What follows belongs to an exercise in optimizing a design on an open flow for small area and a short achievable clock period; a production flow would make more cautious choices. Power is estimated from default activity; no workload was simulated.

==> ember <==
## pio_ram_emu_responder
module pio_ram_emu_responder (
  input  logic       clk,
  input  logic       rst_n,
  input  logic [1:0] rx_pins,
  output logic [1:0] tx_pins,
  output logic       busy,
  output logic       protocol_err
);
make LEC_CHECK=0 CAP_MARGIN=20 CORE_MARGIN=2 CORE_UTILIZATION=65 CTS_CLUSTER_DIAMETER=60 CTS_CLUSTER_SIZE=30 SETUP_SLACK_MARGIN=1.8 SLEW_MARGIN=20 finish   # period 4.0 ns
run.sh (not shown) runs the stock make flow with config.mk's settings and CLKGATE_MAP_FILE= SYNTH_SCRIPT=/design/flow/synth_recipe.tcl, a recipe that flattens the netlist after the stock synthesis.
==> fjord: changes against ember <==
--- a/flow/config.mk
+++ b/flow/config.mk
@@ -9,6 +9,6 @@
 export CORE_MARGIN = 2
 export CORE_UTILIZATION = 65
-export CTS_CLUSTER_DIAMETER = 60
-export CTS_CLUSTER_SIZE = 30
+export CTS_BUF_LIST = sky130_fd_sc_hd__clkbuf_8
+export CTS_CLUSTER_SIZE = 20
 export SETUP_SLACK_MARGIN = 1.8
 export SLEW_MARGIN = 20
==> impl_results.md <==
* Largest net degree at the start of global routing at between 40 and 50
* Area taken by multi-input logic gates at 0.0141 mm2
* Met3 usage at 0.0557
* Worst path buffer plus inverter count at 3
* Leakage dissipation at 0.0438 uW
* Critical path arrival at approximately 3.4 ns
* CTS Buffer Depth at 3
* Final WL at between 200 and 250 mm
* Status: finished clean
* Synthesis-to-finish area growth at 12.5%
* Clock network area share at 0.0510
[end of results for ember]
==> impl_results.md <==
* Final Max Tran Viols at 0
* Setup Buffers After CTS at a little over 90
* Clock network area share at 0.101
* CTS Buffer Depth at 4
* Area taken by multi-input logic gates at roughly 0.014 mm2
* Sequential power share at 0.557
* Worst hold slack at just under 0.3 ns
* DP Cell Count at 7882
* Met3 usage at 0.0666
* Top pwr grp: registers
* Status: finished clean
* Final WL at between 200 and 300 mm
* EDFF count, synth at 64
* Worst path buffer plus inverter count at 2
* Multi-input logic portion of the cell area at 0.120
* Register area share after synthesis at 0.857
* Hold depth at 0
* Largest net degree at the start of global routing at slightly below 50
[end of results for fjord]
Function was not checked in any run of this note: the RTL went through the layout flow alone.

========
==> inputs of raven <==
==> flow/design.v <==
module pio_ram_emu_responder (
  input  logic       clk,
  input  logic       rst_n,
  input  logic [1:0] rx_pins,
  output logic [1:0] tx_pins,
  output logic       busy,
  output logic       protocol_err
);
  logic        st_rd_q, st_wr_q;   
  logic [3:0]  cnt_q;              
  logic [7:0]  addr_q;             
  logic [15:0] data_q;             
  logic [1:0]  tx_q;
  logic        busy_q, err_q;
  logic [15:0] ring [0:15][0:15];   
  logic [3:0]  t_q;                 
  logic        pv_q;                
  logic [15:0] pd_q;                
  logic [3:0]  pa_q;                
  logic [15:0] pring_q;             
  logic [3:0]  dpos_q;              
  logic        cq_q;                
  logic        cport_q;             
  logic [15:0] rsel_q;              
  logic [3:0]  psel_q;              
  logic [15:0] x_q;                 
  logic        capd_q;              
  logic        hitd_q;              
  wire in_frame = st_rd_q | st_wr_q;
  wire idle     = ~in_frame;
  logic [15:0] port_val;
  always_comb begin
    port_val = '0;
    for (int p = 0; p < 4; p++) begin
      logic [15:0] pv;
      pv = '0;
      for (int r = 0; r < 16; r++) pv = pv | ({16{rsel_q[r]}} & ring[r][4*p]);
      port_val = port_val | ({16{psel_q[p]}} & pv);
    end
  end
  wire [3:0] rd_lo   = (cnt_q == 4'd3) ? {addr_q[1:0], rx_pins} : addr_q[3:0];
  wire       aligned = (rd_lo[1:0] + t_q[1:0]) == 2'b00;
  wire       cap     = st_rd_q & (cnt_q >= 4'd3) & (cnt_q <= 4'd6) & aligned;
  wire       hit     = pv_q & |(pring_q & rsel_q) & (pa_q == rd_lo);
  wire [15:0] w_val  = hitd_q ? pd_q : x_q;
  wire [15:0] src    = capd_q ? w_val : data_q;
  wire wr_end = st_wr_q & (cnt_q == 4'd11);
  always_ff @(posedge clk) begin
    t_q <= t_q + 4'd1;
    for (int r = 0; r < 16; r++)
      for (int p = 0; p < 16; p++) begin
        if ((p == 0 || p == 8) && cq_q && pring_q[r] && (cport_q == (p == 8)))
          ring[r][p] <= pd_q;
        else
          ring[r][p] <= ring[r][(p + 15) % 16];
      end
  end
  always_ff @(posedge clk) begin
    dpos_q  <= dpos_q + 4'd1;
    cq_q    <= pv_q & ~cq_q & (dpos_q[2:0] == 3'd6);
    cport_q <= ~dpos_q[3] ^ (dpos_q[2:0] == 3'd7);
    if (cq_q) pv_q <= 1'b0;
    if (wr_end && rst_n) begin
      logic [3:0] d;
      d = addr_q[3:0] + t_q + 4'd1;
      pv_q    <= 1'b1;
      pd_q    <= {data_q[13:0], rx_pins};
      pa_q    <= addr_q[3:0];
      for (int r = 0; r < 16; r++) pring_q[r] <= (addr_q[7:4] == 4'(r));
      dpos_q  <= d;
      cq_q    <= (d[2:0] == 3'd7);
      cport_q <= ~d[3];
    end
  end
  always_ff @(posedge clk) begin
    if (in_frame && cnt_q <= 4'd3) addr_q <= {addr_q[5:0], rx_pins};
    if (st_rd_q) begin
      if (cnt_q <= 4'd6) data_q <= src;
      else               data_q <= {src[13:0], 2'b00};
    end else begin
      data_q <= {data_q[13:0], rx_pins};
    end
    x_q    <= port_val;
    capd_q <= cap;
    hitd_q <= hit;
    if (cnt_q == 4'd1) begin
      for (int r = 0; r < 16; r++) rsel_q[r] <= ({addr_q[1:0], rx_pins} == 4'(r));
    end
    begin
      logic [1:0] a32, pn;
      if (cnt_q == 4'd2)      a32 = rx_pins;
      else if (cnt_q == 4'd3) a32 = addr_q[1:0];
      else                    a32 = addr_q[3:2];
      pn = a32 + t_q[3:2] + 2'd1;
      for (int p = 0; p < 4; p++) psel_q[p] <= (pn == 2'(p));
    end
  end
  always_ff @(posedge clk) begin
    if (!rst_n) begin
      st_rd_q <= 1'b0;
      st_wr_q <= 1'b0;
      cnt_q   <= '0;
      tx_q    <= 2'b00;
      busy_q  <= 1'b0;
      err_q   <= 1'b0;
    end else begin
      tx_q <= 2'b00;
      if (idle) begin
        cnt_q   <= '0;
        st_rd_q <= (rx_pins == 2'b01);
        st_wr_q <= (rx_pins == 2'b10);
        busy_q  <= (rx_pins == 2'b01) | (rx_pins == 2'b10);
        if (rx_pins == 2'b11) err_q <= 1'b1;
      end else begin
        cnt_q <= cnt_q + 4'd1;
        if (wr_end) begin
          st_wr_q <= 1'b0;
          busy_q  <= 1'b0;
        end
        if (st_rd_q) begin
          if (cnt_q >= 4'd4 && rx_pins != 2'b00) err_q <= 1'b1;
          if (cnt_q == 4'd6) tx_q <= 2'b01;
          if (cnt_q >= 4'd7 && cnt_q <= 4'd14) tx_q <= src[15:14];
          if (cnt_q == 4'd15) begin
            st_rd_q <= 1'b0;
            busy_q  <= 1'b0;
          end
        end
      end
    end
  end
  assign tx_pins      = tx_q;
  assign busy         = busy_q;
  assign protocol_err = err_q;
endmodule
==> flow/run.sh <==
#!/bin/bash
# synth_recipe.tcl (not shown) runs the flow's synth.tcl, then flattens the netlist and writes it again
# the make line also repeats each setting of config.mk as NAME=value (left out here)
make -C /OpenROAD-flow-scripts/flow DESIGN_CONFIG=/design/flow/config.mk WORK_HOME=/design/flow/orfs CLKGATE_MAP_FILE= SYNTH_SCRIPT=/design/flow/synth_recipe.tcl finish
==> flow/config.mk <==
export PLATFORM = sky130hd
export DESIGN_NAME = pio_ram_emu_responder
export DESIGN_NICKNAME = pio_ram_emu_responder
export VERILOG_FILES = /design/flow/design.v
export SDC_FILE = /design/flow/constraint.sdc
export NUM_CORES = 4
export LEC_CHECK = 0
export CAP_MARGIN = 20
export CORE_MARGIN = 2
export CORE_UTILIZATION = 65
export CTS_CLUSTER_DIAMETER = 60
export CTS_CLUSTER_SIZE = 30
export SETUP_SLACK_MARGIN = 2.2
export SLEW_MARGIN = 20
==> flow/constraint.sdc <==
create_clock -name core_clock -period 4.0 [get_ports {clk}]
set_input_delay 0.8000 -clock core_clock [delete_from_list [all_inputs] [get_ports {clk}]]
set_output_delay 0.8000 -clock core_clock [all_outputs]
set_load 0.01 [all_outputs]
==> delta: changes against raven <==
==> flow/design.v, changed modules only <==
module pio_ram_emu_responder (
  input  logic       clk,
  input  logic       rst_n,
  input  logic [1:0] rx_pins,
  output logic [1:0] tx_pins,
  output logic       busy,
  output logic       protocol_err
);
  logic        st_rd_q, st_wr_q;   
  logic [3:0]  cnt_q;              
  logic [7:0]  addr_q;             
  logic [15:0] data_q;             
  logic [1:0]  tx_q;
  logic        busy_q, err_q;
  logic [15:0] ring [0:15][0:15];   
  logic [3:0]  t_q;                 
  logic        pv_q;                
  logic [15:0] pdn_q;               
  logic [3:0]  pa_q;                
  logic [15:0] pring_q;             
  logic [3:0]  dpos_q;              
  logic        clq_q;               
  logic        cq_q;                
  logic        cport_q;             
  logic [15:0] rsel_q;              
  logic [63:0] sel_q;               
  logic [15:0] x_q;                 
  logic        capd_q;              
  logic        hitd_q;              
  wire in_frame = st_rd_q | st_wr_q;
  wire idle     = ~in_frame;
  logic [15:0] port_val;
  always_comb begin
    port_val = '0;
    for (int r = 0; r < 16; r++)
      for (int p = 0; p < 4; p++)
        port_val = port_val | ({16{sel_q[4*r+p]}} & ring[r][4*p]);
  end
  wire [3:0] rd_lo   = (cnt_q == 4'd3) ? {addr_q[1:0], rx_pins} : addr_q[3:0];
  wire       aligned = (rd_lo[1:0] + t_q[1:0]) == 2'b00;
  wire       cap     = st_rd_q & (cnt_q >= 4'd3) & (cnt_q <= 4'd6) & aligned;
  wire       hit     = pv_q & |(pring_q & rsel_q) & (pa_q == rd_lo);
  wire [15:0] w_val  = hitd_q ? ~pdn_q : x_q;
  wire [15:0] src    = capd_q ? w_val : data_q;
  wire wr_end = st_wr_q & (cnt_q == 4'd11);
  always_ff @(posedge clk) begin
    t_q <= t_q + 4'd1;
    for (int r = 0; r < 16; r++)
      for (int p = 0; p < 16; p++) begin
        if (p == 15 || p == 7)
          ring[r][p] <= ~(ring[r][p-1] | {16{clq_q & pring_q[r] & (cport_q == (p == 7))}});
        else if (p == 0 || p == 8)
          ring[r][p] <= ~((pdn_q & {16{cq_q & pring_q[r] & (cport_q == (p == 8))}}) | ring[r][(p + 15) % 16]);
        else
          ring[r][p] <= ring[r][p-1];
      end
  end
  always_ff @(posedge clk) begin
    dpos_q  <= dpos_q + 4'd1;
    clq_q   <= pv_q & ~clq_q & ~cq_q & (dpos_q[2:0] == 3'd5);
    cq_q    <= clq_q;
    if (!clq_q) cport_q <= ~dpos_q[3] ^ (dpos_q[2:0] == 3'd7);
    if (cq_q) pv_q <= 1'b0;
    if (wr_end && rst_n) begin
      logic [3:0] d;
      d = addr_q[3:0] + t_q + 4'd1;
      pv_q    <= 1'b1;
      pdn_q   <= ~{data_q[13:0], rx_pins};
      pa_q    <= addr_q[3:0];
      for (int r = 0; r < 16; r++) pring_q[r] <= (addr_q[7:4] == 4'(r));
      dpos_q  <= d;
      clq_q   <= (d[2:0] == 3'd6);
      cq_q    <= 1'b0;
      cport_q <= ~d[3];
    end
  end
  always_ff @(posedge clk) begin
    if (in_frame && cnt_q <= 4'd3) addr_q <= {addr_q[5:0], rx_pins};
    if (st_rd_q) begin
      if (cnt_q <= 4'd6) data_q <= src;
      else               data_q <= {src[13:0], 2'b00};
    end else begin
      data_q <= {data_q[13:0], rx_pins};
    end
    x_q    <= port_val;
    capd_q <= cap;
    hitd_q <= hit;
    if (cnt_q == 4'd1) begin
      for (int r = 0; r < 16; r++) rsel_q[r] <= ({addr_q[1:0], rx_pins} == 4'(r));
    end
    begin
      logic [1:0] a32, pn;
      if (cnt_q == 4'd2)      a32 = rx_pins;
      else if (cnt_q == 4'd3) a32 = addr_q[1:0];
      else                    a32 = addr_q[3:2];
      pn = a32 + t_q[3:2] + 2'd1;
      for (int r = 0; r < 16; r++)
        for (int p = 0; p < 4; p++) sel_q[4*r+p] <= rsel_q[r] & (pn == 2'(p));
    end
  end
  always_ff @(posedge clk) begin
    if (!rst_n) begin
      st_rd_q <= 1'b0;
      st_wr_q <= 1'b0;
      cnt_q   <= '0;
      tx_q    <= 2'b00;
      busy_q  <= 1'b0;
      err_q   <= 1'b0;
    end else begin
      tx_q <= 2'b00;
      if (idle) begin
        cnt_q   <= '0;
        st_rd_q <= (rx_pins == 2'b01);
        st_wr_q <= (rx_pins == 2'b10);
        busy_q  <= (rx_pins == 2'b01) | (rx_pins == 2'b10);
        if (rx_pins == 2'b11) err_q <= 1'b1;
      end else begin
        cnt_q <= cnt_q + 4'd1;
        if (wr_end) begin
          st_wr_q <= 1'b0;
          busy_q  <= 1'b0;
        end
        if (st_rd_q) begin
          if (cnt_q >= 4'd4 && rx_pins != 2'b00) err_q <= 1'b1;
          if (cnt_q == 4'd6) tx_q <= 2'b01;
          if (cnt_q >= 4'd7 && cnt_q <= 4'd14) tx_q <= src[15:14];
          if (cnt_q == 4'd15) begin
            st_rd_q <= 1'b0;
            busy_q  <= 1'b0;
          end
        end
      end
    end
  end
  assign tx_pins      = tx_q;
  assign busy         = busy_q;
  assign protocol_err = err_q;
endmodule
Settings changed: CTS_CLUSTER_DIAMETER 60 to 40, CTS_CLUSTER_SIZE 30 to 20.
==> garnet: changes against raven <==
==> flow/design.v, changed modules only <==
module pio_ram_emu_responder (
  input  logic       clk,
  input  logic       rst_n,
  input  logic [1:0] rx_pins,
  output logic [1:0] tx_pins,
  output logic       busy,
  output logic       protocol_err
);
  logic       st_rd_q, st_wr_q;    
  logic [3:0] cnt_q;               
  logic [7:0] addr_q;
  logic [15:0] data_q;
  logic [1:0] tx_q;
  logic       busy_q, err_q;
  logic [15:0] ring [0:15][0:15];   
  logic [3:0]  t_q;                 
  logic        pv_q;
  logic [7:0]  pa_q;
  logic [15:0] pd_q;
  logic [3:0]  dpos_q;              
  logic [15:0] rsel_q;              
  logic [3:0]  psel_q;              
  wire in_frame = st_rd_q | st_wr_q;
  wire idle     = ~in_frame;
  wire cap_e4   = st_rd_q & (cnt_q == 4'd3) & ((rx_pins + t_q[1:0]) == 2'b00);
  wire cap_late = st_rd_q & (cnt_q >= 4'd4) & (cnt_q <= 4'd6) & ((addr_q[1:0] + t_q[1:0]) == 2'b00);
  wire cap      = cap_e4 | cap_late;
  wire [7:0] rd_addr = (cnt_q == 4'd3) ? {addr_q[5:0], rx_pins} : addr_q;
  wire hit      = pv_q & (pa_q == rd_addr);
  logic [15:0] port_val;
  always_comb begin
    port_val = '0;
    for (int r = 0; r < 16; r++)
      for (int p = 0; p < 4; p++)
        port_val = port_val | ({16{rsel_q[r] & psel_q[p]}} & ring[r][4*p]);
  end
  wire commit = pv_q & (dpos_q[2:0] == 3'd7);
  wire cport  = ~dpos_q[3];         
  wire wr_end = st_wr_q & (cnt_q == 4'd11);
  always_ff @(posedge clk) begin
    t_q <= t_q + 4'd1;
    for (int r = 0; r < 16; r++)
      for (int p = 0; p < 16; p++) begin
        if ((p == 0 || p == 8) && commit && (pa_q[7:4] == 4'(r)) && (cport == (p == 8)))
          ring[r][p] <= pd_q;
        else
          ring[r][p] <= ring[r][(p + 15) % 16];
      end
  end
  always_ff @(posedge clk) begin
    dpos_q <= dpos_q + 4'd1;
    if (commit) pv_q <= 1'b0;
    if (wr_end && rst_n) begin
      pv_q   <= 1'b1;
      pa_q   <= addr_q;
      pd_q   <= {data_q[13:0], rx_pins};
      dpos_q <= addr_q[3:0] + t_q + 4'd1;
    end
  end
  always_ff @(posedge clk) begin
    if (in_frame && cnt_q <= 4'd3) addr_q <= {addr_q[5:0], rx_pins};
    if (cap)                         data_q <= hit ? pd_q : port_val;
    else if (!(st_rd_q && cnt_q <= 4'd6)) data_q <= {data_q[13:0], rx_pins};
    if (cnt_q == 4'd1) begin
      for (int r = 0; r < 16; r++) rsel_q[r] <= ({addr_q[1:0], rx_pins} == 4'(r));
    end
    begin
      logic [1:0] a32, pn;
      a32 = (cnt_q == 4'd2) ? rx_pins : addr_q[1:0];
      if (cnt_q >= 4'd3) a32 = addr_q[3:2];
      if (cnt_q == 4'd3) a32 = addr_q[1:0];
      pn = a32 + t_q[3:2] + 2'd1;
      for (int p = 0; p < 4; p++) psel_q[p] <= (pn == 2'(p));
    end
  end
  always_ff @(posedge clk) begin
    if (!rst_n) begin
      st_rd_q <= 1'b0;
      st_wr_q <= 1'b0;
      cnt_q   <= '0;
      tx_q    <= 2'b00;
      busy_q  <= 1'b0;
      err_q   <= 1'b0;
    end else begin
      tx_q <= 2'b00;
      if (idle) begin
        cnt_q   <= '0;
        st_rd_q <= (rx_pins == 2'b01);
        st_wr_q <= (rx_pins == 2'b10);
        busy_q  <= (rx_pins == 2'b01) | (rx_pins == 2'b10);
        if (rx_pins == 2'b11) err_q <= 1'b1;
      end else begin
        cnt_q <= cnt_q + 4'd1;
        if (st_wr_q && cnt_q == 4'd11) begin
          st_wr_q <= 1'b0;
          busy_q  <= 1'b0;
        end
        if (st_rd_q) begin
          if (cnt_q >= 4'd4 && rx_pins != 2'b00) err_q <= 1'b1;
          if (cnt_q == 4'd6) tx_q <= 2'b01;
          if (cnt_q >= 4'd7 && cnt_q <= 4'd14) tx_q <= data_q[15:14];
          if (cnt_q == 4'd15) begin
            st_rd_q <= 1'b0;
            busy_q  <= 1'b0;
          end
        end
      end
    end
  end
  assign tx_pins      = tx_q;
  assign busy         = busy_q;
  assign protocol_err = err_q;
endmodule
Settings changed: CORE_UTILIZATION 65 to 40, CTS_CLUSTER_DIAMETER 60 to unset, CTS_CLUSTER_SIZE 30 to unset, SETUP_SLACK_MARGIN 2.2 to unset.
==> comparison table <==
| item | garnet | delta | raven |
|---|---|---|---|
| Data arrival, critical path | 4.32 ns | 3.14 ns | 1.27 ns |
| Outcome | finished clean | finished clean | finished clean |
| Power per unit of standard cell area | 681 mW/mm^2 | 666 mW/mm^2 | 587 mW/mm^2 |
| Wire length reported by the detailed router | 241 mm | 335 mm | 245 mm |
| Min Hold Slack | 0.281 ns | 0.302 ns | 0.318 ns |
| Layout buffering overhead excluding clock cells | 1.14% | 4.86% | 3.55% |
| Number of filler instances in the final layout | 20600 | 8612 | 9532 |
| Clock buffer count | 563 | 412 | 200 |
| Total power after layout | 78.8 mW | 81.0 mW | 65.2 mW |
| Site Rows | 182 | 144 | 143 |
| Total iterations of the first detailed-routing run | 6 | 5 | 6 |
| Critical path depth | 8 | 10 | 1 |
| Setup crit end kind | flip-flop | flip-flop | output port |
| Routed length per placed instance | 24.7 um | 35.2 um | 29.7 um |
| Total number of vias | 46300 | 56900 | 45600 |
| Fraction of power consumed by combinational cells | 0.9% | 2.7% | 1.8% |
| Utilization of the core after routing | 47.2% | 79.1% | 73.4% |
| Post-synthesis share of cell area spent on and, or, nand and nor gates | 1.56% | 4.01% | 1.36% |
| Sequential cell count of the final layout | 4183 | 4276 | 4215 |
| Final-stage net count | 6267 | 7217 | 6164 |
| Post-cts sizing count | 0 | 588 | 285 |
| Worst Path Buf+Inv | 2 | 2 | 1 |
| Power dissipated in sequential cells | 41.9 mW | 42.9 mW | 42.2 mW |
No run of this note included a check of the RTL's function; only the layout flow was run.

==> afterwards: timing with drivers on the ports <==
Ports are ideal in the flow. The routed layouts listed here were re-timed in OpenROAD.
Step 1, drivers: a clkbuf_16 drives clk and a buf_2 each remaining input, both assumed.
Step 2 times the ports against the registers' clock, not the clock port: input delays grow and output delays shrink by t, the midpoint of the rising clock arrivals with the driver on.
Slacks: ideal ports / drivers / drivers and shift; pairs: ideal ports / drivers.
run | shift t [ns] | setup WS [ns] | latest minus earliest clock arrival (ns) | worst data-port slew with drivers (ns) | cell pins on the clock port's net
ember | 0.911 | 1.226 / 1.226 / 0.743 | 0.033 / 0.033 | 0.08 | 1
fjord | 1.064 | 1.155 / 1.155 / 0.482 | 0.076 / 0.076 | 0.09 | 1
raven | 0.905 | 1.930 / 1.841 / 1.418 | 0.033 / 0.033 | 0.03 | 1
delta | 1.037 | 1.722 / 1.722 / 1.158 | 0.063 / 0.064 | 0.04 | 1
garnet | 1.020 | 0.411 / 0.411 / 0.411 | 0.073 / 0.073 | 0.03 | 1
After both steps every run listed still meets setup and hold. For fjord, which loses most, drivers alone change the setup slack by 0.000 ns; drivers and shift together by -0.673 ns.
